Source: an optimization exercise on an open RTL-to-GDS flow (aim: small area and a short achievable clock period). Production flows keep margins and buffers that such runs may drop.
Power figures rest on the tool's default switching activity, not on a simulated workload.

## rdmx_control
module rdmx_control (
    input  logic                        clk,
    input  logic                        resetn,
    input  logic [40:0]                 reg_wr,
    output logic                        wr_done,
    output logic [1:0]                  wr_resp,
    input  logic [8:0]                  reg_rd_req,
    output logic [34:0]                 reg_rd,
    input  logic [2:0]                  events,
    input  logic [1:0]                  overflow,
    input  logic [2:0]                  async_status,
    input  logic [514:0]                stream,
    output logic [127:0]                pci,
    output logic                        loopback,
    output logic                        pause_pci,
    output logic                        resetn_out
);
Size: roughly 1700 cells after synthesis, ~740 I/O pins, ~17000 um^2 of cells after synthesis.
==> module ctl_regs, before the edit <==
module ctl_regs (
    input  logic         clk,
    input  logic         resetn,
    input  logic [31:0]  wd,
    input  logic         w_base_h,
    input  logic         w_base_l,
    input  logic         w_size_h,
    input  logic         w_size_l,
    input  logic         w_loop,
    input  logic         w_pause,
    input  logic         w_reset,
    output logic [127:0] pci,
    output logic         loopback,
    output logic         pause_pci,
    output logic         rst_run
);
    localparam logic [9:0] LFSR_SEED = 10'h001;
    localparam logic [9:0] LFSR_LAST = 10'h3d6;
    logic [127:0] pci_q, pci_n;
    wire  [3:0]   we  = {w_base_h, w_base_l, w_size_h, w_size_l};
    genvar k;
    for (k = 0; k < 4; k++) begin : g_pci
        ld_word #(.W(32)) u_w (
            .a (resetn & we[k]),
            .b (resetn & ~we[k]),
            .d (wd),
            .q (pci_q[32*k +: 32]),
            .n (pci_n[32*k +: 32])
        );
    end
    always_ff @(posedge clk) begin
        pci_q <= pci_n | {31'd0, !resetn, 63'd0, !resetn, 32'd0};
    end
    assign pci = pci_q;
    always_ff @(posedge clk) begin
        if (!resetn)     loopback <= 1'b0;
        else if (w_loop) loopback <= wd[0];
    end
    logic [31:0] pause_count, pause_n;
    count_next #(.N(4), .ONES(1'b0)) u_pause (
        .inc(pause_pci),
        .blk({4{w_pause}}),
        .a  ({4{resetn & w_pause}}),
        .b  ({4{resetn & ~w_pause}}),
        .d  (wd),
        .q  (pause_count),
        .n  (pause_n)
    );
    always_ff @(posedge clk) begin
        pause_count <= pause_n;
        pause_pci   <= resetn && (w_pause ? (wd != 32'd0) : (pause_count[31:1] != 31'd0));
    end
    logic [9:0] rst_lfsr;
    always_ff @(posedge clk) begin
        if (w_reset) rst_lfsr <= LFSR_SEED;
        else         rst_lfsr <= {rst_lfsr[8:0], rst_lfsr[9] ^ rst_lfsr[6]};
        if (!resetn)                               rst_run <= 1'b0;
        else if (w_reset)                          rst_run <= 1'b1;
        else if (rst_run && rst_lfsr == LFSR_LAST) rst_run <= 1'b0;
    end
endmodule
==> module aoi222, before the edit <==
module aoi222 (
    input  logic [2:0] s,
    input  logic [2:0] d,
    output logic       y_n
);
    assign y_n = ~|(s & d);
endmodule
==> module rd_or, before the edit <==
module rd_or (
    input  logic [1:0] s,
    input  logic [1:0] d,
    input  logic [1:0] y_n,
    output logic       x
);
    wire c = ~&y_n;
    assign x = (s[0] & d[0]) | (s[1] & d[1]) | c;
endmodule
==> module rd_bit, before the edit <==
module rd_bit (
    input  logic [7:0] sel,
    input  logic [7:0] d,
    output logic       x
);
    logic [1:0] y_n;
    aoi222 u_a (.s(sel[2:0]), .d(d[2:0]), .y_n(y_n[0]));
    aoi222 u_b (.s(sel[5:3]), .d(d[5:3]), .y_n(y_n[1]));
    rd_or  u_o (.s(sel[7:6]), .d(d[7:6]), .y_n(y_n), .x(x));
endmodule
==> module pd_lo, before the edit <==
module pd_lo (
    input  logic       v,
    input  logic [1:0] x,
    output logic [3:0] y
);
    assign y = {4{v}} & (4'b0001 << x);
endmodule
==> module wr_dec, before the edit <==
module wr_dec (
    input  logic        wv,
    input  logic [7:0]  wi,
    output logic [11:0] w
);
    logic       z76, z54, t54;
    logic [3:0] m, l;
    nor2m  u_z76 (.x(wi[7:6]), .y(z76));
    nor2m  u_z54 (.x(wi[5:4]), .y(z54));
    and2bm u_t54 (.a(wi[5]), .b_n(wi[4]), .y(t54));
    pd_mid u_m   (.x(wi[3:2]), .y(m));
    pd_lo  u_l   (.v(wv), .x(wi[1:0]), .y(l));
    genvar k;
    for (k = 0; k < 10; k++) begin : g_w
        and4m u_a (.x({z76, z54, m[(k + 2) >> 2], l[(k + 2) & 3]}), .y(w[k]));
    end
    and4m u_a34 (.x({z76, t54, m[0], l[2]}), .y(w[10]));
    and4m u_a35 (.x({z76, t54, m[0], l[3]}), .y(w[11]));
endmodule
==> module rdmx_control, before the edit <==
module rdmx_control (
    input  logic                        clk,
    input  logic                        resetn,
    input  logic [40:0]                 reg_wr,
    output logic                        wr_done,
    output logic [1:0]                  wr_resp,
    input  logic [8:0]                  reg_rd_req,
    output logic [34:0]                 reg_rd,
    input  logic [2:0]                  events,
    input  logic [1:0]                  overflow,
    input  logic [2:0]                  async_status,
    input  logic [514:0]                stream,
    output logic [127:0]                pci,
    output logic                        loopback,
    output logic                        pause_pci,
    output logic                        resetn_out
);
    wire        wv = reg_wr[40];
    wire [7:0]  wi = reg_wr[39:32];
    wire [31:0] wd = reg_wr[31:0];
    logic w_good_h, w_good_l, w_bad_h, w_bad_l, w_base_h, w_base_l;
    logic w_size_h, w_size_l, w_reset, w_clear, w_loop, w_pause;
    wr_dec u_wr_dec (
        .wv(wv), .wi(wi),
        .w({w_pause, w_loop, w_clear, w_reset, w_size_l, w_size_h,
            w_base_l, w_base_h, w_bad_l, w_bad_h, w_good_l, w_good_h})
    );
    logic wr_err;
    always_ff @(posedge clk) begin
        wr_done <= resetn && wv;
        wr_err  <= ~|{w_pause, w_loop, w_clear, w_reset, w_size_l, w_size_h,
                      w_base_l, w_base_h, w_bad_l, w_bad_h, w_good_l, w_good_h};
    end
    assign wr_resp = {wr_err, wr_err};
    logic        rst_run;
    logic [63:0] good_count, bad_count;
    logic        range_err, seq_error;
    logic [2:0]  sync_q;
    ctl_regs u_ctl_regs (
        .clk       (clk),
        .resetn    (resetn),
        .wd        (wd),
        .w_base_h  (w_base_h),
        .w_base_l  (w_base_l),
        .w_size_h  (w_size_h),
        .w_size_l  (w_size_l),
        .w_loop    (w_loop),
        .w_pause   (w_pause),
        .w_reset   (w_reset),
        .pci       (pci),
        .loopback  (loopback),
        .pause_pci (pause_pci),
        .rst_run   (rst_run)
    );
    rstn_gate u_rstn (.resetn(resetn), .run(rst_run), .y(resetn_out));
    wire clr = !resetn || rst_run || w_clear;
    event_capture u_event_capture (
        .clk          (clk),
        .clr          (clr),
        .wd           (wd),
        .w_good_h     (w_good_h),
        .w_good_l     (w_good_l),
        .w_bad_h      (w_bad_h),
        .w_bad_l      (w_bad_l),
        .events       (events),
        .async_status (async_status),
        .good_count   (good_count),
        .bad_count    (bad_count),
        .range_err    (range_err),
        .sync_q       (sync_q)
    );
    seq_check u_seq_check (
        .clk       (clk),
        .clr       (clr),
        .stream_hi (stream[514:483]),
        .beat      (stream[2] && stream[1]),
        .seq_error (seq_error)
    );
    read_mux u_read_mux (
        .clk        (clk),
        .resetn     (resetn),
        .reg_rd_req (reg_rd_req),
        .status     (sync_q),
        .errors     ({seq_error, overflow, range_err}),
        .good_count (good_count),
        .bad_count  (bad_count),
        .pci        (pci),
        .rst_run    (rst_run),
        .loopback   (loopback),
        .pause_pci  (pause_pci),
        .reg_rd     (reg_rd)
    );
endmodule
clock: 5.0 ns
lec_check: 0
cap_margin: 20
core_margin: 2
core_utilization: 40
cts_buf_list: sky130_fd_sc_hd__clkbuf_8
cts_cluster_diameter: 60
cts_cluster_size: 14
setup_slack_margin: 2.7
slew_margin: 20
synth_hierarchical: 1
synth_minimum_keep_size: 0
standard.sh (not shown) runs the stock make flow with config.mk's settings and CLKGATE_MAP_FILE= SYNTH_SCRIPT=/design/flow/synth_recipe.tcl, a recipe that flattens the netlist after the stock synthesis.
==> flow/flow/run.sh <==
#!/bin/bash
# Standard layout, with every port buffered by the smallest buffer
# instead of the resizer's default pick (a delay cell on sky130hd).
set -euo pipefail
export BUFFER_PORTS_ARGS="-buffer_cell sky130_fd_sc_hd__buf_1"
bash standard.sh > standard_flow.log 2>&1
==> next run, changes <==
--- a/flow/design.v
+++ b/flow/design.v
@@ -331,9 +331,9 @@
     wire  [3:0]   we  = {w_base_h, w_base_l, w_size_h, w_size_l};
     genvar k;
     for (k = 0; k < 4; k++) begin : g_pci
         ld_word #(.W(32)) u_w (
-            .a (resetn & we[k]),
+            .a (we[k]),
             .b (resetn & ~we[k]),
             .d (wd),
             .q (pci_q[32*k +: 32]),
             .n (pci_n[32*k +: 32])
@@ -350,9 +350,9 @@
     logic [31:0] pause_count, pause_n;
     count_next #(.N(4), .ONES(1'b0)) u_pause (
         .inc(pause_pci),
         .blk({4{w_pause}}),
-        .a  ({4{resetn & w_pause}}),
+        .a  ({4{w_pause}}),
         .b  ({4{resetn & ~w_pause}}),
         .d  (wd),
         .q  (pause_count),
         .n  (pause_n)
@@ -435,33 +435,14 @@
     end
     assign reg_rd = {rd_valid, rd_data, rd_err, rd_err};
 endmodule
 `default_nettype wire
-module aoi222 (
-    input  logic [2:0] s,
-    input  logic [2:0] d,
-    output logic       y_n
-);
-    assign y_n = ~|(s & d);
-endmodule
-module rd_or (
-    input  logic [1:0] s,
-    input  logic [1:0] d,
-    input  logic [1:0] y_n,
-    output logic       x
-);
-    wire c = ~&y_n;
-    assign x = (s[0] & d[0]) | (s[1] & d[1]) | c;
-endmodule
 module rd_bit (
     input  logic [7:0] sel,
     input  logic [7:0] d,
     output logic       x
 );
-    logic [1:0] y_n;
-    aoi222 u_a (.s(sel[2:0]), .d(d[2:0]), .y_n(y_n[0]));
-    aoi222 u_b (.s(sel[5:3]), .d(d[5:3]), .y_n(y_n[1]));
-    rd_or  u_o (.s(sel[7:6]), .d(d[7:6]), .y_n(y_n), .x(x));
+    assign x = |(sel & d);
 endmodule
 `default_nettype none
 module nor2m (
     input  logic [1:0] x,
@@ -483,20 +464,22 @@
     assign y = 4'b0001 << x;
 endmodule
 module pd_lo (
     input  logic       v,
+    input  logic       r,
     input  logic [1:0] x,
     output logic [3:0] y
 );
-    assign y = {4{v}} & (4'b0001 << x);
+    assign y = {4{v & r}} & (4'b0001 << x);
 endmodule
 module and4m (
     input  logic [3:0] x,
     output logic       y
 );
     assign y = &x;
 endmodule
 module wr_dec (
+    input  logic        resetn,
     input  logic        wv,
     input  logic [7:0]  wi,
     output logic [11:0] w
 );
@@ -505,9 +488,9 @@
     nor2m  u_z76 (.x(wi[7:6]), .y(z76));
     nor2m  u_z54 (.x(wi[5:4]), .y(z54));
     and2bm u_t54 (.a(wi[5]), .b_n(wi[4]), .y(t54));
     pd_mid u_m   (.x(wi[3:2]), .y(m));
-    pd_lo  u_l   (.v(wv), .x(wi[1:0]), .y(l));
+    pd_lo  u_l   (.v(wv), .r(resetn), .x(wi[1:0]), .y(l));
     genvar k;
     for (k = 0; k < 10; k++) begin : g_w
         and4m u_a (.x({z76, z54, m[(k + 2) >> 2], l[(k + 2) & 3]}), .y(w[k]));
     end
@@ -543,9 +526,9 @@
     wire [31:0] wd = reg_wr[31:0];
     logic w_good_h, w_good_l, w_bad_h, w_bad_l, w_base_h, w_base_l;
     logic w_size_h, w_size_l, w_reset, w_clear, w_loop, w_pause;
     wr_dec u_wr_dec (
-        .wv(wv), .wi(wi),
+        .resetn(resetn), .wv(wv), .wi(wi),
         .w({w_pause, w_loop, w_clear, w_reset, w_size_l, w_size_h,
             w_base_l, w_base_h, w_bad_l, w_bad_h, w_good_l, w_good_h})
     );
     logic wr_err;
- power fell by 5.9%
- clock-buffer cell count stays the same
- routed wire length rose by 4.0%
- flip-flop and latch count is unchanged
- final area rose by 1.5%
- setup slack gets worse by 0.059 ns
- synthesized cell count fell by 0.36%
- combinational power fell by about 10%
- clock power fell by about 6%
- worst hold slack gets worse by 0.0046 ns
- clock skew fell by 0.036 ns
- die area stays flat
No run of this note included a check of the RTL's function; only the layout flow was run.

==> re-timing with driven ports <==
No port has a modelled driver above. Below, the same layouts with a new extraction and two added sets of constraints. Step 1: set_driving_cell puts a clkbuf_16 on clk and a buf_2 on each other input, an assumption about the parent block. Step 2 adds t to the input delays and takes it off the output delays; t is the mean of the earliest and latest rising clock arrival at the registers after step 1. Input paths then give back, and output paths get back, about the clock's delay inside the block. Three values: no drivers, after step 1, after step 2; two values: the first two.
| run | shift t [ns] | setup WS [ns] | slew at the worst register clock pin (ns) |
|---|---|---|---|
| the first run | 0.672 | 2.581 / 2.530 / 1.947 | 0.10 / 0.10 |
| the second run | 0.663 | 2.522 / 2.497 / 2.043 | 0.10 / 0.10 |
After both steps setup and hold are still met in every run listed. The setup slack of the first run, which loses most, moves by -0.051 ns with the drivers and by -0.634 ns with both steps.
